What follows belongs to an exercise in optimizing a design on an open flow for small area, a short achievable clock period and few clock cycles; a production flow would make more cautious choices.
Where RTL was checked, it was by simulation tests only, not by an equivalence proof against the original.
No functional check of the RTL was part of runs 1 and 2.
No activity file was given, so power comes from the tool's default toggle rates.

File: flow/run.sh
#!/bin/bash
# Standard layout, with plain buf_1 cells as the port buffers and the
# synthesis adder-cell step left out (abc maps the incrementers as gates).
set -euo pipefail
bash standard.sh BUFFER_PORTS_ARGS="-buffer_cell sky130_fd_sc_hd__buf_1" ADDER_MAP_FILE= finish > make_finish.log 2>&1
File: design.v
package tcs_pkg;
    localparam int BYTE_W      = 8;
    localparam int LINE_W      = 20;
    localparam int COL_W       = 16;
    localparam int QUEUE_DEPTH = 4;
    localparam int QP_W        = 2;
    localparam int QC_W        = 3;
    localparam int RES_W       = 2 + BYTE_W + LINE_W + COL_W + 3 + 1;
    localparam int PAIR_W      = 2 * RES_W + 1;
    localparam logic [BYTE_W-1:0] C_NUL    = 8'h00;
    localparam logic [BYTE_W-1:0] C_TAB    = 8'h09;
    localparam logic [BYTE_W-1:0] C_LF     = 8'h0A;
    localparam logic [BYTE_W-1:0] C_CR     = 8'h0D;
    localparam logic [BYTE_W-1:0] C_SPACE  = 8'h20;
    localparam logic [BYTE_W-1:0] C_STAR   = 8'h2A;
    localparam logic [BYTE_W-1:0] C_SLASH  = 8'h2F;
    localparam logic [BYTE_W-1:0] C_DEL    = 8'h7F;
    localparam logic [BYTE_W-1:0] C_LEAD   = 8'hE2;
    localparam logic [BYTE_W-1:0] C_CONT80 = 8'h80;
    localparam logic [BYTE_W-1:0] C_EN     = 8'h93;
    localparam logic [BYTE_W-1:0] C_EM     = 8'h94;
    localparam logic [BYTE_W-1:0] C_APOS   = 8'h99;
    localparam logic [BYTE_W-1:0] C_LSQ    = 8'h98;
    localparam logic [BYTE_W-1:0] C_LDQ    = 8'h9C;
    localparam logic [BYTE_W-1:0] C_RDQ    = 8'h9D;
    typedef enum logic [1:0] {
        KIND_CHAR = 2'd0,
        KIND_END  = 2'd1,
        KIND_ERR  = 2'd2
    } t_kind;
    typedef enum logic [2:0] {
        ERR_NONE      = 3'd0,
        ERR_EN_DASH   = 3'd1,
        ERR_EM_DASH   = 3'd2,
        ERR_APOS      = 3'd3,
        ERR_QUOTE     = 3'd4,
        ERR_CONTROL   = 3'd5,
        ERR_OPEN_CMNT = 3'd6
    } t_err;
    typedef struct packed {
        t_kind             kind;
        logic [BYTE_W-1:0] char_out;
        logic [LINE_W-1:0] line_no;
        logic [COL_W-1:0]  column_no;
        t_err              error_code;
        logic              last;
    } t_result;
    typedef struct packed {
        logic    two;
        t_result first;
        t_result second;
    } t_pair;
    typedef struct packed {
        logic empty;
        logic full;
    } t_q_status;
endpackage
module text_char_scanner_core #(
    parameter int LINE_BITS   = 20,    
    parameter int COLUMN_BITS = 16,
    parameter int TAB_STOP    = 4
) (
    input  logic                       i_clk,
    input  logic                       i_rst_n,
    input  logic                       i_valid,
    input  logic [tcs_pkg::BYTE_W-1:0] i_byte,
    output logic                       o_ready,
    output logic                       o_valid,
    input  logic                       i_ready,
    output logic [1:0]                 o_kind,
    output logic [tcs_pkg::BYTE_W-1:0] o_char,
    output logic [tcs_pkg::LINE_W-1:0] o_line,
    output logic [tcs_pkg::COL_W-1:0]  o_col,
    output logic [2:0]                 o_code,
    output logic                       o_last
);
    localparam int K_NUL   = 0;    
    localparam int K_TAB   = 1;    
    localparam int K_LF    = 2;    
    localparam int K_CR    = 3;    
    localparam int K_STAR  = 4;    
    localparam int K_SLASH = 5;    
    localparam int K_LEAD  = 6;    
    localparam int K_C80   = 7;    
    localparam int K_CTL   = 8;    
    localparam int K_INC   = 9;    
    localparam int K_UERR  = 10;   
    localparam int NK      = 11;
    function automatic logic [NK-1:0] f_class(input logic [7:0] v);
        f_class          = '0;
        f_class[K_NUL]   = (v == 8'h00);
        f_class[K_TAB]   = (v == 8'h09);
        f_class[K_LF]    = (v == 8'h0A);
        f_class[K_CR]    = (v == 8'h0D);
        f_class[K_STAR]  = (v == 8'h2A);
        f_class[K_SLASH] = (v == 8'h2F);
        f_class[K_LEAD]  = (v == 8'hE2);
        f_class[K_C80]   = (v == 8'h80);
        f_class[K_CTL]   = ((v[7:5] == 3'b000) && v != 8'h00 && v != 8'h09
                            && v != 8'h0A && v != 8'h0D) || (v == 8'h7F);
        f_class[K_INC]   = (v[7] ? v[6] : (v[6] | v[5])) && (v != 8'h7F);
        case (v)
            8'h93, 8'h94, 8'h98, 8'h99, 8'h9C, 8'h9D: f_class[K_UERR] = 1'b1;
            default:                                  f_class[K_UERR] = 1'b0;
        endcase
    endfunction
    logic          r_iv;
    logic [7:0]    r_ib;
    logic [NK-1:0] r_k;       
    logic        r_busy;      
    logic        r_outv;      
    logic        r_olast;     
    logic        r_kerr;      
    logic        r_end;       
    logic [7:0]  r_ch;
    logic [19:0] r_line;
    logic [15:0] r_col;
    logic [2:0]  r_code;
    logic        r_mv_rst;    
    logic        r_mv_nl;     
    logic        r_mv_inc;    
    logic        r_mv_tab;    
    logic        r_cmt, r_star, r_slash, r_cr, r_lead, r_lead80, r_failed;
    logic        r_e2sat;     
    assign r_k = f_class(r_ib);
    function automatic logic [19:0] f_sinc20(input logic [19:0] v);
        for (int i = 0; i < 20; i++)
            f_sinc20[i] = (v[i] ^ ((i == 0) ? 1'b1 : &(v | ~((20'd1 << i) - 20'd1)))) | (&v);
    endfunction
    function automatic logic [13:0] f_inc14(input logic [13:0] v, input logic ci);
        for (int i = 0; i < 14; i++)
            f_inc14[i] = v[i] ^ (ci & ((i == 0) ? 1'b1 : &(v | ~((14'd1 << i) - 14'd1))));
    endfunction
    function automatic logic [15:0] f_dec16(input logic [15:0] v);
        for (int i = 0; i < 16; i++)
            f_dec16[i] = v[i] ^ ((i == 0) ? 1'b1 : ~|(v & ((16'd1 << i) - 16'd1)));
    endfunction
    logic        hi_max, cin, col_sat;
    logic [13:0] hi_sum;
    logic [19:0] cur_line;
    logic [15:0] cur_col, lead_col;
    assign hi_max   = &r_col[15:2];
    assign cin      = r_mv_inc ? (&r_col[1:0]) : (|r_col[1:0]);
    assign hi_sum   = cin ? f_inc14(r_col[15:2], 1'b1) : r_col[15:2];
    assign col_sat  = hi_max & cin;
    always_comb begin
        if (r_mv_rst)
            cur_line = 20'd1;
        else if (r_mv_nl)
            cur_line = f_sinc20(r_line);
        else
            cur_line = r_line;
        if (r_mv_rst || r_mv_nl)
            cur_col = 16'd1;
        else if (r_mv_inc || r_mv_tab)
            cur_col = col_sat ? 16'hFFFF
                              : {hi_sum, (r_mv_inc ? {r_col[1] ^ r_col[0], !r_col[0]} : 2'd1)};
        else
            cur_col = r_col;
    end
    assign lead_col = r_e2sat ? r_col : f_dec16(r_col);
    logic consume, main_free;
    assign consume   = r_iv && (!r_outv || i_ready);
    assign main_free = !r_iv || consume;
    assign o_ready   = !r_busy || i_ready;
    logic [2:0] ucode;
    logic       n_ov, n_end, n_err, n_uerr;
    logic [2:0] n_code;
    logic       n_cmt, n_star, n_slash, n_cr, n_lead, n_lead80, n_failed;
    always_comb begin
        case (r_ib)
            8'h93:                ucode = 3'd1;
            8'h94:                ucode = 3'd2;
            8'h99:                ucode = 3'd3;
            default:              ucode = 3'd4;
        endcase
    end
    always_comb begin
        n_ov     = 1'b0;
        n_end    = 1'b0;
        n_err    = 1'b0;
        n_uerr   = r_lead80 && r_k[K_UERR];
        n_code   = 3'd0;
        n_cmt    = r_cmt;
        n_star   = r_star;
        n_slash  = 1'b0;
        n_cr     = 1'b0;
        n_lead   = 1'b0;
        n_lead80 = 1'b0;
        n_failed = r_failed;
        if (r_failed) begin
        end else if (r_cr) begin
            if (r_k[K_LF]) begin
                n_star = 1'b0;
                n_ov   = !r_cmt;
            end else begin
                n_ov     = 1'b1;
                n_err    = 1'b1;
                n_code   = 3'd5;
                n_failed = 1'b1;
            end
        end else if (r_k[K_NUL]) begin
            n_ov   = 1'b1;
            n_end  = !r_cmt;
            n_err  = r_cmt;
            n_code = r_cmt ? 3'd6 : 3'd0;
        end else if (r_k[K_CR]) begin
            n_cr = 1'b1;
        end else if (n_uerr) begin
            n_ov     = 1'b1;
            n_err    = 1'b1;
            n_code   = ucode;
            n_failed = 1'b1;
        end else if (r_k[K_CTL]) begin
            n_ov     = 1'b1;
            n_err    = 1'b1;
            n_code   = 3'd5;
            n_failed = 1'b1;
        end else begin
            n_lead   = r_k[K_LEAD];
            n_lead80 = r_lead && r_k[K_C80];
            if (r_cmt) begin
                if (r_star && r_k[K_SLASH]) begin
                    n_cmt  = 1'b0;
                    n_star = 1'b0;
                end else begin
                    n_star = r_k[K_STAR];
                end
            end else if (r_slash && r_k[K_STAR]) begin
                n_cmt  = 1'b1;
                n_star = 1'b0;
            end else if (r_k[K_SLASH]) begin
                n_slash = 1'b1;
            end else begin
                n_ov = 1'b1;
            end
        end
        if (r_k[K_NUL]) begin
            n_cmt    = 1'b0;
            n_star   = 1'b0;
            n_failed = 1'b0;
        end
    end
    logic          iv_n, slash_n, ov_n, rel_n;
    logic [7:0]    in_b, ib_n;
    logic [NK-1:0] k_n;
    assign in_b = i_byte;
    assign iv_n    = main_free ? i_valid : r_iv;
    assign ib_n    = main_free ? in_b : r_ib;
    assign k_n     = f_class(ib_n);
    assign slash_n = consume ? n_slash : r_slash;
    assign ov_n    = consume ? n_ov : (r_outv && !i_ready);
    assign rel_n   = iv_n && slash_n && !k_n[K_STAR];
    always_ff @(posedge i_clk) begin
        if (!i_rst_n) begin
            r_iv     <= 1'b0;
            r_outv   <= 1'b0;
            r_busy   <= 1'b0;
            r_mv_rst <= 1'b1;
            r_mv_nl  <= 1'b0;
            r_mv_inc <= 1'b0;
            r_mv_tab <= 1'b0;
            r_cmt    <= 1'b0;
            r_star   <= 1'b0;
            r_slash  <= 1'b0;
            r_cr     <= 1'b0;
            r_lead   <= 1'b0;
            r_lead80 <= 1'b0;
            r_failed <= 1'b0;
        end else begin
            r_iv   <= iv_n;
            r_outv <= ov_n || rel_n;
            r_busy <= iv_n && (ov_n || rel_n);
            r_slash <= slash_n;
            if (consume) begin
                r_mv_rst <= r_k[K_NUL];
                r_mv_nl  <= r_k[K_LF];
                r_mv_inc <= r_k[K_INC];
                r_mv_tab <= r_k[K_TAB];
                r_cmt    <= n_cmt;
                r_star   <= n_star;
                r_cr     <= n_cr;
                r_lead   <= n_lead;
                r_lead80 <= n_lead80;
                r_failed <= n_failed;
            end
        end
    end
    always_ff @(posedge i_clk) begin
        r_ib    <= ib_n;
        r_olast <= !rel_n || k_n[K_SLASH] || k_n[K_CR];
        if (consume) begin
            r_ch    <= n_err ? 8'h00 : r_ib;
            r_line  <= cur_line;
            r_col   <= n_uerr ? lead_col : cur_col;
            r_end   <= n_end;
            r_kerr  <= n_err;
            r_code  <= n_code;
            r_e2sat <= &r_col;
        end
    end
    assign o_valid = r_outv;
    assign o_kind  = {r_kerr, r_end};
    assign o_char  = r_ch;
    assign o_line  = r_line;
    assign o_col   = r_col;
    assign o_code  = r_code;
    assign o_last  = r_olast;
endmodule
File: constraint.sdc
create_clock -name core_clock -period 4.0 [get_ports {i_clk}]
set_input_delay 0.8000 -clock core_clock [delete_from_list [all_inputs] [get_ports {i_clk}]]
set_output_delay 0.8000 -clock core_clock [all_outputs]
set_load 0.01 [all_outputs]
File: standard.sh
#!/bin/bash
# synth_recipe.tcl (not shown) runs the flow's synth.tcl, then flattens the netlist and writes it again
# the make line also repeats each setting of config.mk as NAME=value (left out here)
make -C /OpenROAD-flow-scripts/flow DESIGN_CONFIG=/design/flow/config.mk WORK_HOME=/design/flow/orfs CLKGATE_MAP_FILE= SYNTH_SCRIPT=/design/flow/synth_recipe.tcl "${@:-finish}"
File: config.mk
export PLATFORM = sky130hd
export DESIGN_NAME = text_char_scanner_core
export DESIGN_NICKNAME = text_char_scanner_core
export VERILOG_FILES = /design/flow/design.v
export SDC_FILE = /design/flow/constraint.sdc
export NUM_CORES = 4
export LEC_CHECK = 0
export CAP_MARGIN = 20
export CORE_MARGIN = 2
export CORE_UTILIZATION = 40
export CTS_BUF_LIST = sky130_fd_sc_hd__clkbuf_4 sky130_fd_sc_hd__clkbuf_8
export SETUP_SLACK_MARGIN = 1.9
export SLEW_MARGIN = 20
==> impl_metrics.tcl, run 1 <==
set metrics [dict create \
    status "no timing/DRC/antenna violations" \
    total_leakage_power_nw 1.77 \
    chipWidth_um 107 \
    grt_pass1_wl_um 17400 \
    skew_ps 15.7 \
    ys_top_cells_by_area "edfxtp_1 35%, dfxtp_1 11%, nand2_1 5.6%" \
    synthCells 467 \
    finalHoldViolCount 0 \
    reg2reg_depth 6 \
    placed_cells 641 \
    ys.flop_type "edfxtp_1" \
    ys_ff_latch 73 \
    routed_wl_um 11000 \
    dp_hpwl_um 7290 \
    n_antenna_cell 0 \
    drt_pass1_iterations 5 \
    portBuffers 63 \
    cts_root_buf "clkbuf_8" \
    globalplace.congestion 0.906 \
    hold_buffers 0 \
    drive_above_1_share_pct 19.6 \
    synth.avg_cell_area_sq_um 9.12 \
    ir_drop_mv 0.133 \
    cap_violations 0 \
    cts.sink_count 73 \
    worstReg2RegStart "r_col[1]" \
    htree_num_levels 3 \
    worstMarginPinSlew_ps 560 \
    crit_type "flip-flop to flip-flop" \
    ioPinCount 64 \
    die_area_sq_mm 0.0115 \
    worstPathArrival_ps 2320 \
    critPathRequiredTime_ps 4110 \
    power_density_mw_per_mm2 323 \
    place_area_sq_mm 0.00463 \
    ant_nets 0 \
    drc 0 \
    synth_top_area_share_pct 35.3 \
    synth_cell_types 71 \
    coreArea_sq_mm 0.0103 \
    viasPerCell 5.62 \
    fin_setup_tns_ps 0 \
    antenna_found_initial 0 \
    grt_usage_pct 19.2 \
    final_util_pct 50.3 \
    cp-endpoint "r_col[15]" \
    p_total_mw 1.68 \
    fin_crit_ps 2220 \
    synth_area_leader_cell "edfxtp_1" \
    fin_cells 687 \
    r2r-end "r_col[15]" \
    maxSlewHeadroom_pct 62.6 \
    routedWlPerCell_um 16.0 \
    grt_max_degree 23 \
    die_h_um 107 \
    row_count 37 \
    syn_area_sq_mm 0.00426 \
    drt_iter0_markers 357 \
    r2r_setup_slack_ps 1780 \
    initial_utilization_pct 41.2 \
    maxClockFrequency_mhz 451 \
    cts_made_buffers 9 \
    ys_seq_area_share_pct 46.1 \
    syn-num-nets 479 \
    setup_viol 0 \
    grt_pass1_vias 3457 \
    grt_setup_unrepaired "yes" \
    yosys_warnings 1 \
    cts_tree "built" \
    clk_latency_ps 350 \
    clk_path_buf_depth 2 \
    worstPathMaxFanout 5 \
    maxSlewViolCount 0 \
    period_share_pct 55.4 \
    clk_pin_slew_ps 80 \
    hold_path.class "flip-flop to flip-flop" \
    overflow 0 \
    synth_edf_count 50 \
    syn2layout_area_growth_pct 22.0 \
    nNetsFinal 558 \
    synthArstFlopShare_pct 0 \
    design_area_sq_mm 0.00519 \
    dr_total_vias 3861 \
    end_kind "flip-flop" \
    cp-startpoint "r_col[1]" \
    start_kind "flip-flop" \
]
==> layout by cell type (no fill, tap or decap), drive strengths merged, types with 3 or more instances in the layout <==
cell,netlist,final
o21ai,21,21
or4,3,3
nor2b,10,10
o21a,4,4
or2,5,5
a211oi,8,8
edfxtp,50,50
nand3,15,15
a21o,5,5
dfxtp,23,23
a22oi,3,3
clkbuf,17,14
buf,10,93
and3,4,4
nand4,12,12
clkinvlp,0,3
a21oi,38,38
and4,4,4
nand2b,6,6
inv,11,10
xor2,7,7
a41oi,3,3
xnor2,6,6
nor2,50,51
nor4,12,12
or3,5,5
a31oi,8,8
and2,6,6
nor3,12,12
nand2,64,64
a21boi,6,6
o22ai,4,4
==> synth_stat cells (10+ instances only) <==
cell and n:
inv_1 11, nor4_1 10, nand4_1 11, clkbuf_1 17, nor2b_1 10, a21oi_1 38, nor2_1 48, o21ai_0 20
nor3_1 12, edfxtp_1 50, nand2_1 64, dfxtp_1 23, nand3_1 13
==> per-layer routing <==
layer | routed length [um] | track usage (%) | vias up
li1 | - | - | 1893
met1 | 5260 | 27.8 | 1831
met2 | 4990 | 27.7 | 119
met3 | 517 | 3.22 | 18
met4 | 205 | 9.18 | 0
met5 | 0 | 0 | -
==> worst min path at each step <==
stage                         from       end  depth (start not counted)  slack (ps)
after floorplan             r_lead    r_lead                          2         440
after global placement      r_lead    r_lead                          2         460
after detailed placement    r_lead    r_lead                          2         470
after CTS                   r_lead    r_lead                          2         480
after global routing      r_lead80  r_lead80                          2         520
final                       r_lead    r_lead                          2         480
==> flip-flops by register name (all words and copies together), names as in the netlist, 3 cells and up <==
name and cells:
r_code 3, r_col 16, r_line 20, r_ch 8, r_ib 8
==> metrics by stage <==
step	worst slack, ps	hold WS [ps]
final	1780	483
after global routing	1710	518
after CTS	1790	478
after detailed placement	1430	467
after global placement	1460	463
after floorplan	1840	437
==> logic make-up after synthesis <==
| kind of cell | share of synthesized area, % |
|---|---|
| AO/OA/AOI/OAI | 18.6 |
| XOR/XNOR | 2.67 |
| buffers and inverters | 4.06 |
| flip-flops | 46.1 |
| multiplexers | 0.470 |
| AND/OR/NAND/NOR | 28.1 |
==> area by class of cell <==
class / instances / area, sq um
Tap cell: 136 / 170
Timing Repair Buffer: 93 / 478
Multi-Input combinational cell: 357 / 2330
Timing Repair inverter: 1 / 5.00
Clock inverter: 2 / 11.3
Sequential cell: 73 / 1970
Clock buffer: 14 / 180
Inverter: 11 / 45.0
Fill cell: 988 / 5130
==> worst max-delay path: stages (launching register included) <==
cell and delay [ps]:
edfxtp_1 490, nor4_4 410, nand3_2 120, or3_4 380, or3_4 350, a21oi_1 150, mux2i_1 80
==> report_power, final <==
part / internal (mW) / switching [mW]
combinational: 0.0874 / 0.131
clock: 0.289 / 0.271
sequential: 0.847 / 0.0505
total: 1.22 / 0.452
==> what timing repair did <==
item / 4_1_cts / 5_1_grt
gates cloned: 2 / 0
setup buffers: 10 / 18
resized for setup: 16 / 22
endpoints found under the setup margin: 45 / 53
pin swaps: 3 / 11
==> run 2: changes to the inputs <==
--- a/design.v
+++ b/design.v
@@ -107,6 +107,7 @@
     logic          r_iv;
     logic [7:0]    r_ib;
     logic [NK-1:0] r_k;       
+    logic          r_uerr;    
     logic        r_busy;      
     logic        r_outv;      
     logic        r_olast;     
@@ -179,7 +180,7 @@
         n_ov     = 1'b0;
         n_end    = 1'b0;
         n_err    = 1'b0;
-        n_uerr   = r_lead80 && r_k[K_UERR];
+        n_uerr   = r_lead80 && r_uerr;
         n_code   = 3'd0;
         n_cmt    = r_cmt;
         n_star   = r_star;
@@ -288,6 +289,7 @@
     end
     always_ff @(posedge i_clk) begin
         r_ib    <= ib_n;
+        r_uerr  <= k_n[K_UERR];
         r_olast <= !rel_n || k_n[K_SLASH] || k_n[K_CR];
         if (consume) begin
             r_ch    <= n_err ? 8'h00 : r_ib;
--- a/config.mk
+++ b/config.mk
@@ -5,9 +5,11 @@
 export SDC_FILE = /design/flow/constraint.sdc
 export NUM_CORES = 4
 export LEC_CHECK = 0
+export ABC_AREA = 1
 export CAP_MARGIN = 20
 export CORE_MARGIN = 2
 export CORE_UTILIZATION = 40
 export CTS_BUF_LIST = sky130_fd_sc_hd__clkbuf_4 sky130_fd_sc_hd__clkbuf_8
-export SETUP_SLACK_MARGIN = 1.9
+export GPL_TIMING_DRIVEN = 0
+export SETUP_SLACK_MARGIN = 1.8
 export SLEW_MARGIN = 20
==> run 2 against run 1 <==
Compared with the run above: core utilization is 3.0 points lower; synthesized area is 2.9% higher; maximum frequency increased by 7.5%; still clean; non-clock buffer count down 16; clock-buffer cell count shrank 4.
==> impl_metrics.tcl, run 2 <==
set metrics [dict create \
    yosys.area_share.adder_pct 0 \
    hold_path.class "flip-flop to flip-flop" \
    synthSimpleGateAreaFrac_pct 33.8 \
    synth.avg_cell_area_sq_um 7.70 \
    drc 0 \
    num-fill-cells 1104 \
    cap_violations 0 \
    ioPinCount 64 \
    ir_drop_mv 0.159 \
    fin_cells 789 \
    critPathRequiredTime_ps 4040 \
    worstMarginPinSlew_ps 634 \
    portBuffers 62 \
    multiInputGateArea_sq_mm 0.00206 \
    skew_ps 14.6 \
    ys.flop_type "edfxtp_1" \
    crit_top_cell "nand2_1" \
    die_area_sq_mm 0.0118 \
    grt_setup_unrepaired "yes" \
    setup_slack_ps 1940 \
    cts.sink_count 74 \
    hold_buffers 0 \
    synth_area_leader_cell "edfxtp_1" \
    globalplace.congestion 0.867 \
    setup_viol 0 \
    syn-num-nets 581 \
    maxClockFrequency_mhz 485 \
    finalHoldViolCount 0 \
    end_kind "flip-flop" \
    synthXorXnorAreaFrac_pct 2.20 \
    maxSlewViolCount 0 \
    p_total_mw 1.78 \
    status "no timing/DRC/antenna violations" \
    hold_ws_ps 475 \
    worstPathArrival_ps 2100 \
    htree_num_levels 3 \
    ant_nets 0 \
    syn2layout_area_growth_pct 15.9 \
    fin_setup_tns_ps 0 \
    crit_type "primary input to flip-flop" \
    n_antenna_cell 0 \
    viasPerCell 4.93 \
    fin_crit_ps 2060 \
    nNetsFinal 656 \
    placed_cells 771 \
    synth_top_family_by_area "simple AND/OR/NAND/NOR gates" \
    overflow 0 \
    netlist_top_cells_count "158 x nand2_1, 75 x inv_1, 64 x nor2_1, 50 x edfxtp_1, 42 x nand3_1" \
    synthCells 569 \
    ys_top_cells_by_area "edfxtp_1 34%, nand2_1 14%, dfxtp_1 11%" \
    syn_area_sq_mm 0.00438 \
    grt_max_degree 24 \
    drt_iter0_markers 213 \
    routed_wl_um 10100 \
    row_count 38 \
    maxSlewHeadroom_pct 57.7 \
    place_area_sq_mm 0.00479 \
    total_leakage_power_nw 2.24 \
    place_ws_ps 1140 \
    synth.most_common_cell "nand2_1" \
    muxShareOfSynthArea_pct 0 \
    chipWidth_um 109 \
    cts_made_buffers 9 \
    layout_commonest_cell "nand2_1" \
    synth-compound-area-share_pct 10.2 \
    clk_latency_ps 360 \
    ys_ff_latch 74 \
    design_area_sq_mm 0.00508 \
    routedWlPerCell_um 12.8 \
    largest_register_ffs 20 \
    yosys_warnings 1 \
    initial_utilization_pct 40.8 \
    path_cells "buf_1, inv_1, nand2_1, nand2_1, a211oi_2, o21a_4" \
    max_stage_delay_ps 410 \
    clk_pin_slew_ps 70 \
    synth_cell_types 46 \
    dp_hpwl_um 7380 \
    regArea_sq_mm 0.00198 \
    clk_path_buf_depth 2 \
    final_cell_mix "158 x nand2_1, 75 x inv_1, 62 x nor2_1, 62 x buf_1, 50 x edfxtp_1" \
    crit_path_top_delay_cell "a211oi_2" \
    drive_above_1_share_pct 10.6 \
    coreArea_sq_mm 0.0107 \
    synth_edf_count 50 \
    die_h_um 109 \
    largest-register "r_line" \
    grt_pass1_wl_um 16500 \
    dr_total_vias 3888 \
    cts_tree "built" \
    ys_seq_area_share_pct 45.2 \
    drt_pass1_iterations 5 \
    antenna_found_initial 0 \
    period_share_pct 51.5 \
    synth_top_area_share_pct 34.3 \
    synthArstFlopShare_pct 0 \
    largest_registers "r_line (20), r_col (16)" \
    grt_usage_pct 17.6 \
    start_kind "primary input" \
    final_util_pct 47.3 \
    cts_root_buf "clkbuf_8" \
    worstPathMaxFanout 14 \
    grt_pass1_vias 3590 \
    power_density_mw_per_mm2 350 \
]
run 2: cell count changes in the layout (fill, tap and decap cells not counted), moves of 6 or more:
cell / delta
a21oi_1: -12
inv_1: +65
nor2b_1: -10
dfxtp_1: +6
nor2_1: +16
buf_4: -24
nand3_1: +30
a211oi_1: -6
nand2_1: +98
run 2: layout make-up:
class                           count  share of cell area [%]
Multi-Input combinational cell    402                    40.5
Tap cell                          140                    3.45
Clock inverter                      6                    2.07
Inverter                           80                    5.91
Buffer                             13                    1.58
Timing Repair Buffer               64                    4.88
Sequential cell                    74                    39.0
Clock buffer                       10                    2.59
run 2: routing by layer:
| layer | global-route usage [%] | share of wire, % | vias to the layer above |
|---|---|---|---|
| met2 | 27.9 | 45 | 93 |
| li1 | - | - | 2016 |
| met5 | 0 | 0 | - |
| met1 | 24.0 | 49 | 1767 |
| met4 | 7.60 | 1.9 | 0 |
| met3 | 2.69 | 4.4 | 12 |
run 2: critical path, delay by kind of cell:
kind                   cells  cell delay (ps)
buffers and inverters      2              230
AOI/OAI and AO/OA          2              730
and+or+nand+nor            2              340
run 2: cell families (layout without fill, tap and decap cells):
group	count (synthesis)	in the layout
buffers and inverters	93	173
flip-flops	74	74
AO/OA/AOI/OAI	74	74
XOR/XNOR	11	11
AND/OR/NAND/NOR	317	317
run 2: repair_timing:
| item | in CTS | in global routing |
|---|---|---|
| resized for setup | 3 | 6 |
| endpoints found under the setup margin | 54 | 36 |
| buffers inserted | 0 | 2 |
run 2: power breakdown:
part           switching, mW  leakage (nW)  internal [mW]
clock network          0.276         0.115          0.417
logic                  0.128          1.45         0.0601
registers             0.0379         0.673          0.858
run 2: path summary, 6_finish.rpt:
| kind | from | to | slack (ps) | cells after the start |
|---|---|---|---|---|
| worst max-delay path | i_ready | r_col[13] | 1940 | 6 |
| worst max register to register | r_lead80 | r_col[13] | 2010 | 5 |
| worst min register to register | r_lead80 | r_lead80 | 470 | 2 |
| worst min-delay path | r_lead80 | r_lead80 | 470 | 2 |
==> run 3: changes to the inputs <==
--- a/design.v
+++ b/design.v
@@ -142,7 +142,7 @@
     logic [15:0] cur_col, lead_col;
     assign hi_max   = &r_col[15:2];
     assign cin      = r_mv_inc ? (&r_col[1:0]) : (|r_col[1:0]);
-    assign hi_sum   = cin ? f_inc14(r_col[15:2], 1'b1) : r_col[15:2];
+    assign hi_sum   = f_inc14(r_col[15:2], cin);
     assign col_sat  = hi_max & cin;
     always_comb begin
         if (r_mv_rst)
==> run 3 against run 2 <==
Compared with the run above: register-to-register slack got worse by 60 ps; first-iteration DRC count rose by 22%; non-clock buffer count grew 1; cell area is 2.2% lower; via count decreased by 5.3%; die area is 2.9% lower; critical endpoint is now o_col[0]; maximum frequency is 0.30% higher; sequential power about the same; critical path depth down 3; critical path type is now flip-flop to output pin; core utilization rose by 0.84 points.
==> impl_metrics.tcl, run 3 <==
set metrics [dict create \
    yosys_warnings 1 \
    drt_pass1_iterations 4 \
    grt_setup_unrepaired "yes" \
    netlist_top_cells_count "113 x nand2_1, 77 x inv_1, 50 x edfxtp_1, 46 x nor2_1, 43 x a21oi_1" \
    start_kind "flip-flop" \
    synth_area_leader_cell "edfxtp_1" \
    finalHoldViolCount 0 \
    cts_tree "built" \
    die_area_sq_mm 0.0115 \
    clk_pin_slew_ps 80 \
    worstPathArrival_ps 1250 \
    largest-register "r_line" \
    viasPerCell 4.96 \
    end_kind "output pin" \
    dp_hpwl_um 6920 \
    ant_nets 0 \
    p_sw_share_pct 25.5 \
    critPathRequiredTime_ps 3200 \
    worstPathMaxFanout 4 \
    dr_total_vias 3682 \
    p_sw_uw 437 \
    synth_edf_count 50 \
    cts_root_buf "clkbuf_8" \
    routedWlPerCell_um 12.9 \
    p_int_mw 1.27 \
    ioPinCount 64 \
    drive_above_1_share_pct 10.9 \
    synthArstFlopShare_pct 0 \
    skew_ps 5.81 \
    pwr-share-comb_pct 10.8 \
    globalplace.congestion 0.857 \
    setup_viol 0 \
    layout_commonest_cell "nand2_1" \
    worstHoldPathCells 2 \
    routed_wl_um 9550 \
    synth.avg_cell_area_sq_um 8.12 \
    period_share_pct 51.4 \
    drt_iter0_markers 259 \
    ys_seq_area_share_pct 46.7 \
    status "no timing/DRC/antenna violations" \
    maxSlewViolCount 0 \
    maxSlewHeadroom_pct 60.3 \
    cts.sink_count 74 \
    n_antenna_cell 0 \
    syn2layout_area_growth_pct 16.9 \
    num-fill-cells 1007 \
    synthCells 523 \
    ys_top_cells_by_area "edfxtp_1 35%, dfxtp_1 11%, nand2_1 10%" \
    largest_registers "r_line (20), r_col (16)" \
    clk_latency_ps 360 \
    largest_register_ffs 20 \
    final_cell_mix "111 x nand2_1, 76 x inv_1, 62 x buf_1, 50 x edfxtp_1, 44 x nor2_1" \
    place_area_sq_mm 0.00466 \
    hold_buffers 0 \
    synth_cell_types 44 \
    ys_ff_latch 74 \
    row_count 37 \
    synth.most_common_cell "nand2_1" \
    initial_utilization_pct 41.1 \
    hold_ws_ps 468 \
    cap_violations 0 \
    htree_num_levels 3 \
    grt_max_degree 24 \
    synth_top_area_share_pct 35.4 \
    cts_made_buffers 9 \
    r2r-end "r_col[11]" \
    clkPwrFrac_pct 36.8 \
    ir_drop_mv 0.162 \
    crit_top_cell "buf_4" \
    pwr-share-seq_pct 52.4 \
    chipWidth_um 107 \
    grt_usage_pct 17.4 \
    power_density_mw_per_mm2 345 \
    drc 0 \
    grt_pass1_vias 3446 \
    hold_path.class "flip-flop to flip-flop" \
    final_util_pct 48.1 \
    fin_crit_ps 2050 \
    hold_end "r_lead" \
    syn_area_sq_mm 0.00425 \
    ys.flop_type "edfxtp_1" \
    reg2reg_depth 12 \
    p_total_mw 1.71 \
    syn-num-nets 535 \
    maxClockFrequency_mhz 487 \
    design_area_sq_mm 0.00497 \
    path_cells "buf_4, buf_4, buf_1" \
    crit_type "flip-flop to output pin" \
    fin_setup_tns_ps 0 \
    crit_path_top_delay_cell "edfxtp_1" \
    clk_path_buf_depth 2 \
    grt_pass1_wl_um 15900 \
    overflow 0 \
    r2r_setup_slack_ps 1950 \
    worstMarginPinSlew_ps 590 \
    portBuffers 62 \
    die_h_um 107 \
    holdCritStartpoint "r_lead" \
    nNetsFinal 613 \
    total_leakage_power_nw 2.11 \
    antenna_found_initial 0 \
    coreArea_sq_mm 0.0103 \
    worstReg2RegStart "r_col[0]" \
    max_stage_delay_ps 480 \
]
[run 3: changes by cell type after synthesis, sizes merged, moves of 4 or more]
cell   change
nor2      -15
nand2     -45
nand3     -17
nand4      -5
a21oi     +17
buf        -4
o21ai     +14
[run 3: timing repair]
action | in CTS | in global routing
gates cloned | 0 | 0
resized for setup | 4 | 9
buffers inserted | 1 | 4
endpoints found under the setup margin | 57 | 10
pin swaps | 1 | 2
[run 3: logic make-up (layout without fill, tap and decap cells)]
| family | after synthesis | in the layout | share of synthesized area, % |
|---|---|---|---|
| buf+inv | 91 | 174 | 8.49 |
| xor+xnor | 17 | 17 | 3.51 |
| compound gates | 103 | 103 | 13.6 |
| simple gates | 238 | 238 | 27.8 |
| flops | 74 | 74 | 46.7 |
[run 3: power groups by stage]
stage / Clock, mW / Combinational, mW / Sequential (mW)
3_5_place_dp: 0 / 0.178 / 0.914
5_1_grt: 0.672 / 0.211 / 0.903
4_1_cts: 0.648 / 0.184 / 0.896
3_3_place_gp: 0 / 0.176 / 0.912
2_1_floorplan: 0 / 0.117 / 0.918
6_report: 0.630 / 0.185 / 0.896
[run 3: metal layers]
metal | wire length [um] | up-vias | share of wire [%] | global-route usage, %
li1 | - | 1899 | - | -
met1 | 4700 | 1695 | 49 | 23.4
met2 | 4320 | 78 | 45 | 27.7
met3 | 407 | 10 | 4.3 | 3.40
met4 | 127 | 0 | 1.3 | 6.68
met5 | 0 | - | 0 | 0
[run 3: how the worst max path moves through the flow]
stage / to / depth (start not counted) / from / slack, ps
floorplan: r_ch[0] / 5 / i_ready / 1770
CTS: r_col[13] / 12 / r_col[1] / 1850
global route: r_col[11] / 12 / r_col[0] / 1770
detailed placement: r_lead80 / 8 / i_ready / 1130
finish: o_col[0] / 3 / r_col[0] / 1950
global placement: r_lead80 / 8 / i_ready / 1210
[run 3: cell type report]
| cell class | instances | area, sq um | share of cell area (%) |
|---|---|---|---|
| Inverter | 80 | 303 | 6.10 |
| Sequential cell | 74 | 1980 | 39.9 |
| Tap cell | 136 | 170 | 3.43 |
| Timing Repair Buffer | 67 | 283 | 5.69 |
| Buffer | 11 | 61.3 | 1.23 |
| Multi-Input combinational cell | 358 | 1950 | 39.3 |
| Clock inverter | 2 | 35.0 | 0.705 |
| Clock buffer | 14 | 180 | 3.63 |
[run 3: critical path, delay by kind of cell, from the launching register on]
family | cells | cell delay [ps]
buffers and inverters | 3 | 420
DFF | 1 | 480
[run 3: through the flow]
stage | cells | setup slack (ps)
6_report | 742 | 1950
4_1_cts | 738 | 1850
2_1_floorplan | 523 | 1770
3_5_place_dp | 721 | 1130
5_1_grt | 742 | 1770
3_3_place_gp | 721 | 1210
Testbench counts of run 3, summed over its fixed seeds: cycles 33,905.
==> run 4: changes to the inputs <==
--- a/config.mk
+++ b/config.mk
@@ -10,6 +10,5 @@
 export CORE_MARGIN = 2
 export CORE_UTILIZATION = 40
 export CTS_BUF_LIST = sky130_fd_sc_hd__clkbuf_4 sky130_fd_sc_hd__clkbuf_8
-export GPL_TIMING_DRIVEN = 0
 export SETUP_SLACK_MARGIN = 1.8
 export SLEW_MARGIN = 20
==> run 4 against run 3 <==
Compared with the run above: clock skew grew 2.1 ps; worst hold slack gained 14 ps; flip-flop and latch count is the same; sequential share of layout area grew 0.27 points; maximum frequency shrank 2.1%; critical path type is now primary input to flip-flop; largest cell class unchanged; largest power group unchanged.
==> impl_metrics.tcl, run 4 <==
set metrics [dict create \
    status "no timing/DRC/antenna violations" \
    m1WireLength_um 4460 \
    antenna_found_initial 0 \
    portBuffers 63 \
    grt_setup_unrepaired "yes" \
    drt_pass1_iterations 5 \
    crit_type "primary input to flip-flop" \
    cts.sink_count 74 \
    netlist_top_cells_count "113 x nand2_1, 77 x inv_1, 50 x edfxtp_1, 46 x nor2_1, 43 x a21oi_1" \
    synth-compound-area-share_pct 13.6 \
    hold_ws_ps 482 \
    holdCritStartpoint "r_lead" \
    ys_seq_area_share_pct 46.7 \
    total_leakage_power_nw 2.10 \
    synthArstFlopShare_pct 0 \
    clk_pin_slew_ps 70 \
    synthXorXnorAreaFrac_pct 3.51 \
    ys_top_cells_by_area "edfxtp_1 35%, dfxtp_1 11%, nand2_1 10%" \
    synth_edf_count 50 \
    maxClockFrequency_mhz 476 \
    syn2layout_area_growth_pct 16.2 \
    grt_pass1_wl_um 15600 \
    p_sw_share_pct 25.5 \
    yosys.area_share.adder_pct 0 \
    synth_top_area_share_pct 35.4 \
    worstPathMaxFanout 20 \
    ir_drop_mv 0.176 \
    synthSimpleGateAreaFrac_pct 27.8 \
    cap_violations 0 \
    wl_met2_um 4410 \
    overflow 0 \
    ys.flop_type "edfxtp_1" \
    period_share_pct 52.5 \
    start_kind "primary input" \
    row_count 37 \
    finalHoldViolCount 0 \
    critPathRequiredTime_ps 3980 \
    largest_register_ffs 20 \
    syn-num-nets 535 \
    die_h_um 107 \
    globalplace.congestion 0.858 \
    largest_registers "r_line (20), r_col (16)" \
    coreArea_sq_mm 0.0103 \
    skew_ps 7.86 \
    ys_ff_latch 74 \
    pwr-share-comb_pct 10.6 \
    pwr-share-seq_pct 52.5 \
    p_sw_uw 437 \
    routedWlPerCell_um 12.9 \
    final_cell_mix "112 x nand2_1, 76 x inv_1, 63 x buf_1, 50 x edfxtp_1, 44 x nor2_1" \
    ant_nets 0 \
    place_area_sq_mm 0.00462 \
    largest-register "r_line" \
    synthCells 523 \
    synth_top_family_by_area "simple AND/OR/NAND/NOR gates" \
    maxSlewHeadroom_pct 37.3 \
    grt_usage_pct 17.1 \
    maxSlewViolCount 0 \
    routed_wl_um 9500 \
    viasPerCell 5.02 \
    nNetsFinal 607 \
    p_int_mw 1.27 \
    worstReg2RegStart "r_col[0]" \
    synth_area_leader_cell "edfxtp_1" \
    die_area_sq_mm 0.0115 \
    placed_cells 712 \
    hold_buffers 0 \
    top_layer_used "met4" \
    worstPathArrival_ps 2080 \
    design_area_sq_mm 0.00494 \
    cts_tree "built" \
    grt_max_degree 21 \
    fin_cells 736 \
    hold_path.class "flip-flop to flip-flop" \
    clk_path_buf_depth 2 \
    worstMarginPinSlew_ps 940 \
    final_util_pct 47.8 \
    yosys_warnings 1 \
    layout_commonest_cell "nand2_1" \
    grt_pass1_vias 3375 \
    dp_hpwl_um 6920 \
    setup_viol 0 \
    chipWidth_um 107 \
    cts_root_buf "clkbuf_8" \
    n_antenna_cell 0 \
    cp-startpoint "i_ready" \
    drive_above_1_share_pct 10.3 \
    dr_total_vias 3698 \
    synth.most_common_cell "nand2_1" \
    clkPwrFrac_pct 36.9 \
    cts_made_buffers 9 \
    power_density_mw_per_mm2 347 \
    muxShareOfSynthArea_pct 0 \
    ioPinCount 64 \
    clk_latency_ps 360 \
    wl_met3_um 462 \
    syn_area_sq_mm 0.00425 \
    synth_cell_types 44 \
    initial_utilization_pct 41.1 \
    end_kind "flip-flop" \
    drc 0 \
    synth.avg_cell_area_sq_um 8.12 \
    drt_iter0_markers 255 \
    fin_crit_ps 2100 \
    htree_num_levels 3 \
    fin_setup_tns_ps 0 \
]
[run 4: cell counts after synthesis]
No cell type changed its count.
[run 4: timing repair]
action,4_1_cts,5_1_grt
setup buffers,1,7
pin swaps,1,2
resized for setup,0,12
setup endpoints to repair,16,53
endpoints found under the hold margin,0,0
[run 4: power groups by stage]
stage          clock network, mW  registers (mW)  logic, mW
2_1_floorplan                  0           0.918      0.117
3_3_place_gp                   0           0.914      0.172
3_5_place_dp                   0           0.916      0.174
4_1_cts                    0.653           0.898      0.179
5_1_grt                    0.680           0.904      0.207
6_report                   0.632           0.899      0.182
[run 4: cells by family (layout without fill, tap and decap cells)]
| kind of cell | count (synthesis) | after routing |
|---|---|---|
| AO/OA/AOI/OAI | 103 | 103 |
| XOR/XNOR | 17 | 17 |
| buffers and inverters | 91 | 168 |
| flip-flops | 74 | 74 |
| AND/OR/NAND/NOR | 238 | 238 |
[run 4: layout make-up]
| class | count | area [sq um] |
|---|---|---|
| repair buffers | 72 | 317 |
| clock inverters | 6 | 81.3 |
| clock buffers | 10 | 131 |
| flip-flops and latches | 74 | 1980 |
| well taps | 136 | 170 |
| inverters | 80 | 303 |
| fillers | 1039 | 5390 |
| multi-input cells | 358 | 1950 |
[run 4: path summary, 6_finish.rpt]
check,depth (start not counted),endpoint,slack (ps)
worst max-delay path,5,r_line[4],1900
worst min-delay path,2,r_lead,480
worst max register to register,11,r_col[6],2010
worst min register to register,2,r_lead,480
[run 4: critical path, cell delays in order]
cell and delay (ps):
buf_1 60, inv_1 60, nand2_1 80, nand2_1 260, nor2_2 810
[run 4: metrics by stage]
step,setup slack (ps),power [mW]
2_1_floorplan,1770,1.04
3_3_place_gp,1510,1.09
3_5_place_dp,1490,1.09
4_1_cts,1840,1.73
5_1_grt,1720,1.79
6_report,1900,1.71
[run 4: per-layer routing]
layer	vias up	track usage, %
met5	-	0
met3	17	3.22
met4	0	7.98
met1	1702	22.9
met2	91	26.8
li1	1888	-
==> run 5: changes to the inputs <==
--- a/config.mk
+++ b/config.mk
@@ -10,5 +10,6 @@
 export CORE_MARGIN = 2
 export CORE_UTILIZATION = 40
 export CTS_BUF_LIST = sky130_fd_sc_hd__clkbuf_4 sky130_fd_sc_hd__clkbuf_8
+export PLACE_DENSITY = 0.7
 export SETUP_SLACK_MARGIN = 1.8
 export SLEW_MARGIN = 20
==> run 5 against run 4 <==
Compared with the run above: still clean on timing, DRC and antenna; global-route usage increased by 0.37 points; combinational power is essentially flat; core utilization up 1.1 points; maximum frequency rose by 0.11%; clock power up about 20%; via count grew 4.1%; clock-buffer cell count shrank 1; synthesized area unchanged; die area did not move; non-clock buffer count rose by 7; highest routed layer unchanged.
==> impl_metrics.tcl, run 5 <==
set metrics [dict create \
    synthCells 523 \
    finalHoldViolCount 0 \
    synthArstFlopShare_pct 0 \
    antenna_found_initial 0 \
    cp-startpoint "r_col[0]" \
    routedWlPerCell_um 13.2 \
    grt_setup_unrepaired "yes" \
    grt_pass1_vias 3584 \
    ys.flop_type "edfxtp_1" \
    dr_total_vias 3850 \
    ys_seq_area_share_pct 46.7 \
    worstReg2RegStart "r_col[0]" \
    period_share_pct 52.4 \
    synth_top_area_share_pct 35.4 \
    clk_pin_slew_ps 80 \
    total_leakage_power_nw 2.15 \
    path_delay_family "simple AND/OR/NAND/NOR gates" \
    ioPinCount 64 \
    cts.sink_count 74 \
    htree_num_levels 3 \
    largest-register "r_line" \
    skew_ps 10.1 \
    synth_area_leader_cell "edfxtp_1" \
    place_ws_ps 1470 \
    ant_nets 0 \
    clk_latency_ps 350 \
    routed_wl_um 9770 \
    path_buf_inv 1 \
    cts_made_buffers 9 \
    dp_hpwl_um 7040 \
    coreArea_sq_mm 0.0103 \
    ir_drop_mv 0.192 \
    drt_iter0_markers 345 \
    hold_path.class "flip-flop to flip-flop" \
    worstPathMaxFanout 7 \
    maxClockFrequency_mhz 477 \
    viasPerCell 5.18 \
    nNetsFinal 614 \
    crit_top_cell "nand2_1" \
    fin_crit_ps 2100 \
    worstMarginPinSlew_ps 551 \
    syn_area_sq_mm 0.00425 \
    ys_top_cells_by_area "edfxtp_1 35%, dfxtp_1 11%, nand2_1 10%" \
    grt_max_degree 21 \
    syn-num-nets 535 \
    crit_type "flip-flop to flip-flop" \
    maxSlewHeadroom_pct 62.9 \
    die_h_um 107 \
    initial_utilization_pct 41.1 \
    fin_setup_tns_ps 0 \
    path_cells "nor2_4, nand2_1, inv_2, nand3_2, nor2_2, nand2_2, nor2_4, nand2_1, o21ai_1, nand2_1, nand2_1, nand2_1" \
    largest_register_ffs 20 \
    cap_violations 0 \
    row_count 37 \
    globalplace.congestion 0.911 \
    synth_edf_count 50 \
    drc 0 \
    layout_commonest_cell "nand2_1" \
    setup_slack_ps 1900 \
    clk_path_buf_depth 2 \
    critPathRequiredTime_ps 4110 \
    crit_path_top_delay_cell "edfxtp_1" \
    chipWidth_um 107 \
    start_kind "flip-flop" \
    synth_cell_types 44 \
    grt_pass1_wl_um 16200 \
    ys_ff_latch 74 \
    cts_tree "built" \
    overflow 0 \
    cts_root_buf "clkbuf_8" \
    grt_usage_pct 17.5 \
    syn2layout_area_growth_pct 18.9 \
    max_stage_delay_ps 460 \
    drt_pass1_iterations 5 \
    status "no timing/DRC/antenna violations" \
    n_antenna_cell 0 \
    die_area_sq_mm 0.0115 \
    worstPathArrival_ps 2210 \
    netlist_top_cells_count "113 x nand2_1, 77 x inv_1, 50 x edfxtp_1, 46 x nor2_1, 43 x a21oi_1" \
    maxSlewViolCount 0 \
    power_density_mw_per_mm2 365 \
    end_kind "flip-flop" \
    largest_registers "r_line (20), r_col (16)" \
    portBuffers 63 \
    hold_buffers 0 \
    holdCritStartpoint "r_lead" \
    yosys_warnings 1 \
    drive_above_1_share_pct 11.9 \
    synth.most_common_cell "nand2_1" \
    final_cell_mix "111 x nand2_1, 75 x inv_1, 63 x buf_1, 50 x edfxtp_1, 44 x nor2_1" \
    synth.avg_cell_area_sq_um 8.12 \
    setup_viol 0 \
]
-- run 5: final cells by class --
type,count,area [sq um]
Clock buffer,9,124
Clock inverter,7,140
Fill cell,1003,5280
Inverter,80,307
Multi-Input combinational cell,358,1940
Sequential cell,74,1980
Tap cell,136,170
Timing Repair Buffer,79,382
-- run 5: cell families after synthesis --
kind of cell | synth area share [%]
and+or+nand+nor | 27.8
xor gates and xnor gates | 3.51
AOI/OAI and AO/OA | 13.6
buffers and inverters | 8.49
DFF | 46.7
-- run 5: worst paths after layout --
| kind | endpoint | slack, ps | cells after the start |
|---|---|---|---|
| worst min register to register | r_lead | 470 | 2 |
| worst max-delay path | r_col[13] | 1900 | 12 |
| worst max register to register | r_col[13] | 1900 | 12 |
| worst min-delay path | r_lead | 470 | 2 |
-- run 5: layer usage --
layer  vias to the layer above  routed length [um]  GRT usage [%]
li1                       1904                   -              -
met1                      1793                4450           23.3
met2                       139                4580           28.0
met3                        14                 612           3.16
met4                         0                 131           7.24
met5                         -                   0              0
-- run 5: metrics by stage --
stage | power [mW] | utilization [%] | cells | cell area (sq um) | hold WS [ps]
finish | 1.84 | 48.9 | 743 | 5050 | 474
global placement | 1.08 | 44.7 | 712 | 4620 | 456
global route | 1.92 | 48.9 | 743 | 5050 | 490
CTS | 1.85 | 47.5 | 729 | 4900 | 473
floorplan | 1.04 | - | 523 | 4260 | 441
detailed placement | 1.09 | 44.7 | 712 | 4620 | 461
-- run 5: what timing repair did --
| item | in CTS | in global routing |
|---|---|---|
| resized for setup | 0 | 14 |
| pin swaps | 1 | 3 |
| setup buffers | 1 | 14 |
| setup endpoints to repair | 16 | 61 |
| gates cloned | 0 | 0 |
-- run 5: worst min-delay path, delay by kind of cell (launching register included) --
family	cells	cell delay, ps
flops	1	320
simple gates	1	60
compound gates	1	60
-- run 5: report_power, final --
part	internal, mW	total (mW)	switching (mW)
clock network	0.478	0.759	0.282
logic	0.0612	0.184	0.123
registers	0.859	0.899	0.0401
==> run 6: changes to the inputs <==
--- a/config.mk
+++ b/config.mk
@@ -8,8 +8,7 @@
 export ABC_AREA = 1
 export CAP_MARGIN = 20
 export CORE_MARGIN = 2
-export CORE_UTILIZATION = 40
+export CORE_UTILIZATION = 55
 export CTS_BUF_LIST = sky130_fd_sc_hd__clkbuf_4 sky130_fd_sc_hd__clkbuf_8
-export PLACE_DENSITY = 0.7
 export SETUP_SLACK_MARGIN = 1.8
 export SLEW_MARGIN = 20
==> run 6 against run 5 <==
Compared with the run above: still clean; synthesized area did not move; global-route usage rose by 4.9 points; setup slack got worse by 78 ps; non-clock buffer count fell by 1; critical path depth rose by 1; worst hold slack improved by 20 ps; total power fell by 6.0%; combinational power barely moved; sequential power barely moved; clock skew rose by 1.8 ps; maximum frequency fell by 3.6%; synthesized cell count did not move; critical path type unchanged.
==> impl_metrics.tcl, run 6 <==
set metrics [dict create \
    synthArstFlopShare_pct 0 \
    globalplace.congestion 0.900 \
    clk_pin_slew_ps 80 \
    clk_path_buf_depth 2 \
    fin_setup_tns_ps 0 \
    maxSlewViolCount 0 \
    path_delay_family "simple AND/OR/NAND/NOR gates" \
    grt_max_degree 22 \
    cts.sink_count 74 \
    synth_edf_count 50 \
    row_count 32 \
    overflow 0 \
    ir_drop_mv 0.194 \
    routed_wl_um 9430 \
    die_area_sq_mm 0.00844 \
    drt_iter0_markers 215 \
    path_buf_inv 2 \
    largest-register "r_line" \
    netlist_top_cells_count "113 x nand2_1, 77 x inv_1, 50 x edfxtp_1, 46 x nor2_1, 43 x a21oi_1" \
    regArea_sq_mm 0.00198 \
    grt_setup_unrepaired "yes" \
    crit_top_cell "nand2_1" \
    grt_pass1_wl_um 15200 \
    r2r_setup_slack_ps 1830 \
    syn_area_sq_mm 0.00425 \
    cts_root_buf "clkbuf_8" \
    layout_commonest_cell "nand2_1" \
    viasPerCell 5.23 \
    drt_pass1_iterations 5 \
    total_leakage_power_nw 2.12 \
    max_stage_delay_ps 480 \
    clk_latency_ps 350 \
    yosys_warnings 1 \
    ys_top_cells_by_area "edfxtp_1 35%, dfxtp_1 11%, nand2_1 10%" \
    hold_buffers 0 \
    synth_cell_types 44 \
    maxClockFrequency_mhz 460 \
    dp_hpwl_um 6680 \
    cap_violations 0 \
    worstPathMaxFanout 5 \
    hold_path.class "flip-flop to flip-flop" \
    skew_ps 11.9 \
    cp.depth 13 \
    grt_usage_pct 22.4 \
    ys_ff_latch 74 \
    path_cells "nor2_4, nand2_2, inv_2, nand3_4, nor2_4, nand2_2, nor2_4, buf_6, nand4_1, nand2_1, nand2_1, nand2_1, nand2_1" \
    synth.avg_cell_area_sq_um 8.12 \
    cp-startpoint "r_col[0]" \
    end_kind "flip-flop" \
    finalHoldViolCount 0 \
    largest_registers "r_line (20), r_col (16)" \
    design_area_sq_mm 0.00498 \
    grt_pass1_vias 3221 \
    nNetsFinal 613 \
    r2r-end "r_col[14]" \
    crit_path_top_delay_cell "edfxtp_1" \
    power_density_mw_per_mm2 348 \
    syn-num-nets 535 \
    cp-endpoint "r_col[14]" \
    synth_area_leader_cell "edfxtp_1" \
    worstPathArrival_ps 2280 \
    ys_seq_area_share_pct 46.7 \
    period_share_pct 54.4 \
    hold_ws_ps 494 \
    dr_total_vias 3706 \
    n_antenna_cell 0 \
    worstReg2RegStart "r_col[0]" \
    fin_crit_ps 2170 \
    place_area_sq_mm 0.00458 \
    largest_register_ffs 20 \
    portBuffers 63 \
    synth_top_area_share_pct 35.4 \
    ioPinCount 64 \
    syn2layout_area_growth_pct 17.3 \
    ys.flop_type "edfxtp_1" \
    cts_tree "built" \
    die_h_um 91.9 \
    critPathRequiredTime_ps 4100 \
    cts_made_buffers 9 \
    worstMarginPinSlew_ps 991 \
    htree_num_levels 3 \
    drive_above_1_share_pct 12.5 \
    reg2reg_depth 13 \
    synthCells 523 \
    maxSlewHeadroom_pct 33.9 \
    chipWidth_um 91.9 \
    initial_utilization_pct 55.8 \
    coreArea_sq_mm 0.00761 \
    crit_type "flip-flop to flip-flop" \
    status "no timing/DRC/antenna violations" \
    routedWlPerCell_um 13.3 \
    synth.most_common_cell "nand2_1" \
    antenna_found_initial 0 \
    ant_nets 0 \
    setup_viol 0 \
    final_cell_mix "108 x nand2_1, 74 x inv_1, 63 x buf_1, 50 x edfxtp_1, 44 x nor2_1" \
    start_kind "flip-flop" \
    multiInputGateArea_sq_mm 0.00197 \
    drc 0 \
    num-fill-cells 691 \
]
## run 6: metrics by stage
stage | cells | total power, mW | utilization, % | setup WS, ps
after floorplan | 523 | 1.04 | - | 1770
after global placement | 678 | 1.09 | 60.1 | 1510
after detailed placement | 678 | 1.09 | 60.1 | 1490
after CTS | 695 | 1.73 | 63.3 | 1840
after global routing | 708 | 1.80 | 65.5 | 1660
final | 708 | 1.73 | 65.5 | 1830
## run 6: tightest hold or removal path, cell delays in order, from the launching register on
cell,delay [ps]
dfxtp_1,320
nand2_1,70
a21oi_1,60
## run 6: how the worst min path moves through the flow
stage,startpoint,endpoint,cells past startpoint
finish,r_lead,r_lead,2
global route,r_lead,r_lead,2
CTS,r_lead,r_lead,2
detailed placement,r_lead,r_lead,2
global placement,r_star,r_star,2
floorplan,r_lead,r_lead,2
## run 6: metal layers
metal	global-route usage, %	share of wire [%]	vias to the layer above
met4	7.71	1.4	0
met5	0	0	-
met2	35.6	46	106
met3	2.79	5.0	11
li1	-	-	1891
met1	31.8	48	1698
## run 6: what timing repair did
action	CTS	global route
resized for setup	0	22
buffers inserted	1	13
endpoints found under the setup margin	16	56
pin swaps	1	8
## run 6: area by class of cell
| class | count | share of cell area, % |
|---|---|---|
| Clock buffer | 11 | 2.91 |
| Clock inverter | 5 | 1.56 |
| Inverter | 80 | 6.15 |
| Multi-Input combinational cell | 358 | 39.6 |
| Sequential cell | 74 | 39.8 |
| Tap cell | 102 | 2.56 |
| Timing Repair Buffer | 78 | 7.41 |
## run 6: kinds of logic (layout without fill, tap and decap cells)
family | after synthesis | after routing | synth area share [%]
xor gates and xnor gates | 17 | 17 | 3.51
DFF | 74 | 74 | 46.7
buffers and inverters | 91 | 174 | 8.49
and+or+nand+nor | 238 | 238 | 27.8
AOI/OAI and AO/OA | 103 | 103 | 13.6
## run 6: report_power, final
| part | internal [mW] | switching (mW) |
|---|---|---|
| sequential | 0.859 | 0.0381 |
| clock | 0.373 | 0.279 |
| combinational | 0.0605 | 0.122 |
| total | 1.29 | 0.439 |
==> run 7: changes to the inputs <==
--- a/config.mk
+++ b/config.mk
@@ -8,7 +8,7 @@
 export ABC_AREA = 1
 export CAP_MARGIN = 20
 export CORE_MARGIN = 2
-export CORE_UTILIZATION = 55
+export CORE_UTILIZATION = 40
 export CTS_BUF_LIST = sky130_fd_sc_hd__clkbuf_4 sky130_fd_sc_hd__clkbuf_8
-export SETUP_SLACK_MARGIN = 1.8
+export SETUP_SLACK_MARGIN = 2.0
 export SLEW_MARGIN = 20
==> run 7 against run 6 <==
Compared with the run above: synthesized cell count unchanged; sequential share of layout area decreased by 2.3 points; cell count increased by 8.2%; sequential power increased by 0.6%; worst hold slack got worse by 21 ps; clock skew increased by 0.76 ps; non-clock buffer count increased by 23; synthesized area unchanged; cell area increased by 6.9%; maximum frequency increased by 7.5%; register-to-register slack improved by 220 ps; combinational power increased by 9.8%.
==> impl_metrics.tcl, run 7 <==
set metrics [dict create \
    largest-register "r_line" \
    r2r-end "r_col[7]" \
    htree_num_levels 3 \
    drive_above_1_share_pct 21.4 \
    antenna_found_initial 0 \
    clk_latency_ps 360 \
    cts_tree "built" \
    maxSlewHeadroom_pct 61.5 \
    coreArea_sq_mm 0.0103 \
    finalHoldViolCount 0 \
    synth.most_common_cell "nand2_1" \
    skew_ps 12.7 \
    grt_max_degree 21 \
    worstPathMaxFanout 2 \
    drt_pass1_iterations 4 \
    cts_root_buf "clkbuf_8" \
    portBuffers 63 \
    met1_usage_pct 24.5 \
    grt_util_met3_pct 2.37 \
    cap_violations 0 \
    fin_cells 766 \
    worstReg2RegStart "r_col[0]" \
    worstHoldPathCells 2 \
    routedWlPerCell_um 13.5 \
    clk_path_buf_depth 2 \
    hold_end "r_lead" \
    ys_seq_area_share_pct 46.7 \
    syn-num-nets 535 \
    ir_drop_mv 0.133 \
    largest_registers "r_line (20), r_col (16)" \
    r2r_setup_slack_ps 2050 \
    hold_ws_ps 473 \
    synth.avg_cell_area_sq_um 8.12 \
    fin_crit_ps 2020 \
    globalplace.congestion 0.892 \
    largest_register_ffs 20 \
    cts.sink_count 74 \
    clk_pin_slew_ps 80 \
    holdCritStartpoint "r_lead" \
    grt_setup_unrepaired "yes" \
    worstPathArrival_ps 1220 \
    top_usage_layer "met2" \
    fin_setup_tns_ps 0 \
    layout_commonest_cell "nand2_1" \
    placed_cells 712 \
    status "no timing/DRC/antenna violations" \
    end_kind "output pin" \
    period_share_pct 50.5 \
    dp_hpwl_um 6820 \
    drt_iter0_markers 210 \
    grt_usage_pct 17.6 \
    hold_path.class "flip-flop to flip-flop" \
    dr_total_vias 3832 \
    total_leakage_power_nw 2.25 \
    overflow 0 \
    final_cell_mix "102 x nand2_1, 72 x inv_1, 63 x buf_1, 50 x edfxtp_1, 43 x nor2_1" \
    maxClockFrequency_mhz 495 \
    setup_viol 0 \
    die_h_um 107 \
    synth_area_leader_cell "edfxtp_1" \
    grt_pass1_vias 3503 \
    use_met2_pct 27.5 \
    hold_buffers 0 \
    initial_utilization_pct 41.1 \
    synth_cell_types 44 \
    p_total_mw 1.61 \
    synth_top_area_share_pct 35.4 \
    ys.flop_type "edfxtp_1" \
    ys_ff_latch 74 \
    chipWidth_um 107 \
    yosys_warnings 1 \
    viasPerCell 5.00 \
    critPathRequiredTime_ps 3200 \
    cts_made_buffers 9 \
    syn2layout_area_growth_pct 25.4 \
    synth_edf_count 50 \
    n_antenna_cell 0 \
    nNetsFinal 637 \
    ys_top_cells_by_area "edfxtp_1 35%, dfxtp_1 11%, nand2_1 10%" \
    syn_area_sq_mm 0.00425 \
    die_area_sq_mm 0.0115 \
    start_kind "flip-flop" \
    grt_pass1_wl_um 16100 \
    maxSlewViolCount 0 \
    worstMarginPinSlew_ps 573 \
    crit_type "flip-flop to output pin" \
    routed_wl_um 10300 \
    ioPinCount 64 \
    drc 0 \
    row_count 37 \
    power_density_mw_per_mm2 303 \
    synthArstFlopShare_pct 0 \
    netlist_top_cells_count "113 x nand2_1, 77 x inv_1, 50 x edfxtp_1, 46 x nor2_1, 43 x a21oi_1" \
    reg2reg_depth 13 \
    ant_nets 0 \
    synthCells 523 \
]
## run 7: cell count changes in the layout (fill, tap and decap cells not counted), moves of 5 or more
cell     before  now
buf_6         2    8
nand2_2       8   13
a21oi_2       3   12
dfxtp_1      24   18
nand2_1     108  102
o21ai_0      32   22
a21oi_1      42   33
o21ai_2       0    9
buf_4        12   29
## run 7: critical path, cell delays in order (launching register included)
cell      delay (ps)
edfxtp_1         460
buf_6            160
buf_4            130
buf_1            120
## run 7: per-layer routing
| metal | vias to the layer above | routed length (um) |
|---|---|---|
| met5 | - | 0 |
| met4 | 0 | 176 |
| met3 | 13 | 355 |
| met2 | 82 | 4830 |
| met1 | 1786 | 4960 |
| li1 | 1951 | - |
## run 7: worst max-delay path by stage
stage | startpoint | to | cells after the start
CTS | r_col[0] | r_col[11] | 12
finish | r_col[0] | o_col[0] | 3
detailed placement | r_mv_rst | r_col[11] | 4
global route | r_line[2] | r_line[10] | 9
global placement | r_mv_rst | r_col[10] | 4
floorplan | i_ready | r_busy | 13
## run 7: repair_timing
item,in CTS,in global routing
cloned,0,1
setup buffers,17,20
pin swaps,5,13
endpoints found under the hold margin,0,0
gates resized for setup,8,72
setup endpoints to repair,32,61
## run 7: metrics by stage
stage          worst slack, ps  instance area [sq um]  util (%)
2_1_floorplan             2000                   4270         -
3_3_place_gp              1470                   4630      44.8
4_1_cts                   2010                   4940      47.8
3_5_place_dp              1460                   4630      44.8
5_1_grt                   1930                   5320      51.6
6_report                  1980                   5320      51.6
## run 7: layout make-up
cell class / count / area, sq um
clock inverters: 6 / 32.5
multi-input cells: 359 / 2120
clock buffers: 10 / 131
fillers: 1007 / 5000
well taps: 136 / 170
inverters: 80 / 307
repair buffers: 101 / 564
flip-flops and latches: 74 / 2000
## run 7: power breakdown
part | switching [mW] | internal [mW]
clock network | 0.283 | 0.228
logic | 0.131 | 0.0704
registers | 0.0430 | 0.859
total | 0.457 | 1.16
## run 7: kinds of logic (layout without fill, tap and decap cells)
family / Yosys count / in the layout / share of synthesized area (%)
flip-flops: 74 / 74 / 46.7
XOR/XNOR: 17 / 17 / 3.51
AND/OR/NAND/NOR: 238 / 238 / 27.8
AO/OA/AOI/OAI: 103 / 104 / 13.6
buffers and inverters: 91 / 197 / 8.49
==> run 8: changes to the inputs <==
--- a/config.mk
+++ b/config.mk
@@ -10,5 +10,5 @@
 export CORE_MARGIN = 2
 export CORE_UTILIZATION = 40
 export CTS_BUF_LIST = sky130_fd_sc_hd__clkbuf_4 sky130_fd_sc_hd__clkbuf_8
-export SETUP_SLACK_MARGIN = 2.0
+export SETUP_SLACK_MARGIN = 1.9
 export SLEW_MARGIN = 20
==> run 8 against run 7 <==
Compared with the run above: sequential share of layout area increased by 0.84 points; synthesized area unchanged; register-to-register slack got worse by 150 ps; via count decreased by 0.86%; synthesized cell count unchanged; die area unchanged; first-iteration DRC count increased by 20%; cell count decreased by 1.8%; non-clock buffer count decreased by 14; maximum frequency decreased by 3.8%; setup slack got worse by 79 ps; sequential power about the same; largest cell class unchanged; largest power group unchanged; highest routed layer unchanged.
==> impl_metrics.tcl, run 8 <==
set metrics [dict create \
    design_area_sq_mm 0.00518 \
    largest_register_ffs 20 \
    power_density_mw_per_mm2 337 \
    ioPinCount 64 \
    clk_latency_ps 360 \
    synth_cell_types 44 \
    chipWidth_um 107 \
    initial_utilization_pct 41.1 \
    cts.sink_count 74 \
    final_cell_mix "108 x nand2_1, 73 x inv_1, 63 x buf_1, 50 x edfxtp_1, 44 x nor2_1" \
    skew_ps 11.2 \
    dp_hpwl_um 6860 \
    portBuffers 63 \
    ir_drop_mv 0.147 \
    cts_made_buffers 9 \
    yosys_warnings 1 \
    end_kind "flip-flop" \
    drt_pass1_iterations 5 \
    cts_tree "built" \
    coreArea_sq_mm 0.0103 \
    synth_top_area_share_pct 35.4 \
    crit_path_top_delay_cell "edfxtp_1" \
    status "no timing/DRC/antenna violations" \
    num-fill-cells 1000 \
    viasPerCell 5.05 \
    syn-num-nets 535 \
    die_area_sq_mm 0.0115 \
    place_area_sq_mm 0.00462 \
    nNetsFinal 623 \
    cts_root_buf "clkbuf_8" \
    fin_crit_ps 2100 \
    worstHoldPathCells 2 \
    finalHoldViolCount 0 \
    ant_nets 0 \
    ys.flop_type "edfxtp_1" \
    worstMarginPinSlew_ps 629 \
    path_delay_family "simple AND/OR/NAND/NOR gates" \
    total_leakage_power_nw 2.18 \
    r2r_setup_slack_ps 1900 \
    path_cells "buf_6, buf_6, nand2_4, a21oi_4, inv_2, nor2_4, nand2_2, nor2_4, nand3b_1, nor2_4, a21oi_2, o21ai_1" \
    period_share_pct 52.5 \
    fin_setup_tns_ps 0 \
    die_h_um 107 \
    regArea_sq_mm 0.00199 \
    multiInputGateArea_sq_mm 0.00204 \
    worstReg2RegStart "r_col[1]" \
    synthArstFlopShare_pct 0 \
    grt_max_degree 21 \
    row_count 37 \
    ys_top_cells_by_area "edfxtp_1 35%, dfxtp_1 11%, nand2_1 10%" \
    synth.avg_cell_area_sq_um 8.12 \
    layout_commonest_cell "nand2_1" \
    netlist_top_cells_count "113 x nand2_1, 77 x inv_1, 50 x edfxtp_1, 46 x nor2_1, 43 x a21oi_1" \
    maxSlewViolCount 0 \
    globalplace.congestion 0.904 \
    worstPathArrival_ps 2300 \
    setup_viol 0 \
    place_ws_ps 1390 \
    r2r-end "r_col[12]" \
    holdCritStartpoint "r_lead" \
    cap_violations 0 \
    grt_pass1_wl_um 16000 \
    overflow 0 \
    worstPathMaxFanout 6 \
    ys_ff_latch 74 \
    crit_type "flip-flop to flip-flop" \
    dr_total_vias 3799 \
    routedWlPerCell_um 13.4 \
    antenna_found_initial 0 \
    syn_area_sq_mm 0.00425 \
    start_kind "flip-flop" \
]
## run 8: kinds of logic after synthesis
| logic type | share of synthesized area [%] |
|---|---|
| flops | 46.7 |
| buf+inv | 8.49 |
| compound gates | 13.6 |
| simple gates | 27.8 |
| xor+xnor | 3.51 |
## run 8: area by class of cell
type	instances	share of cell area, %
clock buffers	10	2.54
clock inverters	6	1.72
inverters	80	5.99
multi-input cells	359	39.4
flip-flops and latches	74	38.4
well taps	136	3.29
repair buffers	87	8.68
## run 8: timing repair
action / 4_1_cts / 5_1_grt
setup endpoints to repair: 48 / 71
gates cloned: 0 / 1
setup buffers: 4 / 19
resized for setup: 4 / 38
pin swaps: 1 / 13
hold buffers: 0 / 0
endpoints found under the hold margin: 0 / 0
## run 8: how the worst max path moves through the flow
stage / startpoint / end / slack [ps] / cells past startpoint
after floorplan: i_ready / r_line[0] / 1920 / 4
after detailed placement: i_ready / r_olast / 1390 / 10
final: r_col[1] / r_col[12] / 1900 / 12
after global placement: i_ready / r_olast / 1440 / 10
after CTS: r_col[1] / r_col[13] / 1910 / 12
after global routing: i_ready / r_busy / 1790 / 12
## run 8: through the flow
stage	util [%]	cells	hold slack, ps	power (mW)
final	50.2	752	477	1.74
after detailed placement	44.7	712	470	1.09
after CTS	47.4	732	481	1.75
after global routing	50.2	752	509	1.84
after floorplan	-	523	441	1.04
after global placement	44.7	712	465	1.09
## run 8: routing by layer
| metal | track usage, % | wire [um] | vias up |
|---|---|---|---|
| li1 | - | - | 1926 |
| met3 | 4.13 | 409 | 8 |
| met1 | 24.0 | 4780 | 1773 |
| met4 | 5.57 | 110 | 0 |
| met2 | 27.1 | 4770 | 92 |
| met5 | 0 | 0 | - |
## run 8: where the power goes
part	switching, mW	internal, mW	leakage, nW
logic	0.128	0.0685	1.39
registers	0.0400	0.859	0.671
clock network	0.288	0.361	0.115
## run 8: tightest hold or removal path, cell delays in order (launching register included)
cell	delay (ps)
dfxtp_1	320
nand2_1	60
a21oi_1	60

Setup slack of run 8, layout unchanged: 1.899 ns with ideal ports, 1.867 ns with driving cells assumed (clock clkbuf_16, inputs buf_2), 1.616 ns with port delays also shifted by the 0.388 ns mid clock arrival.
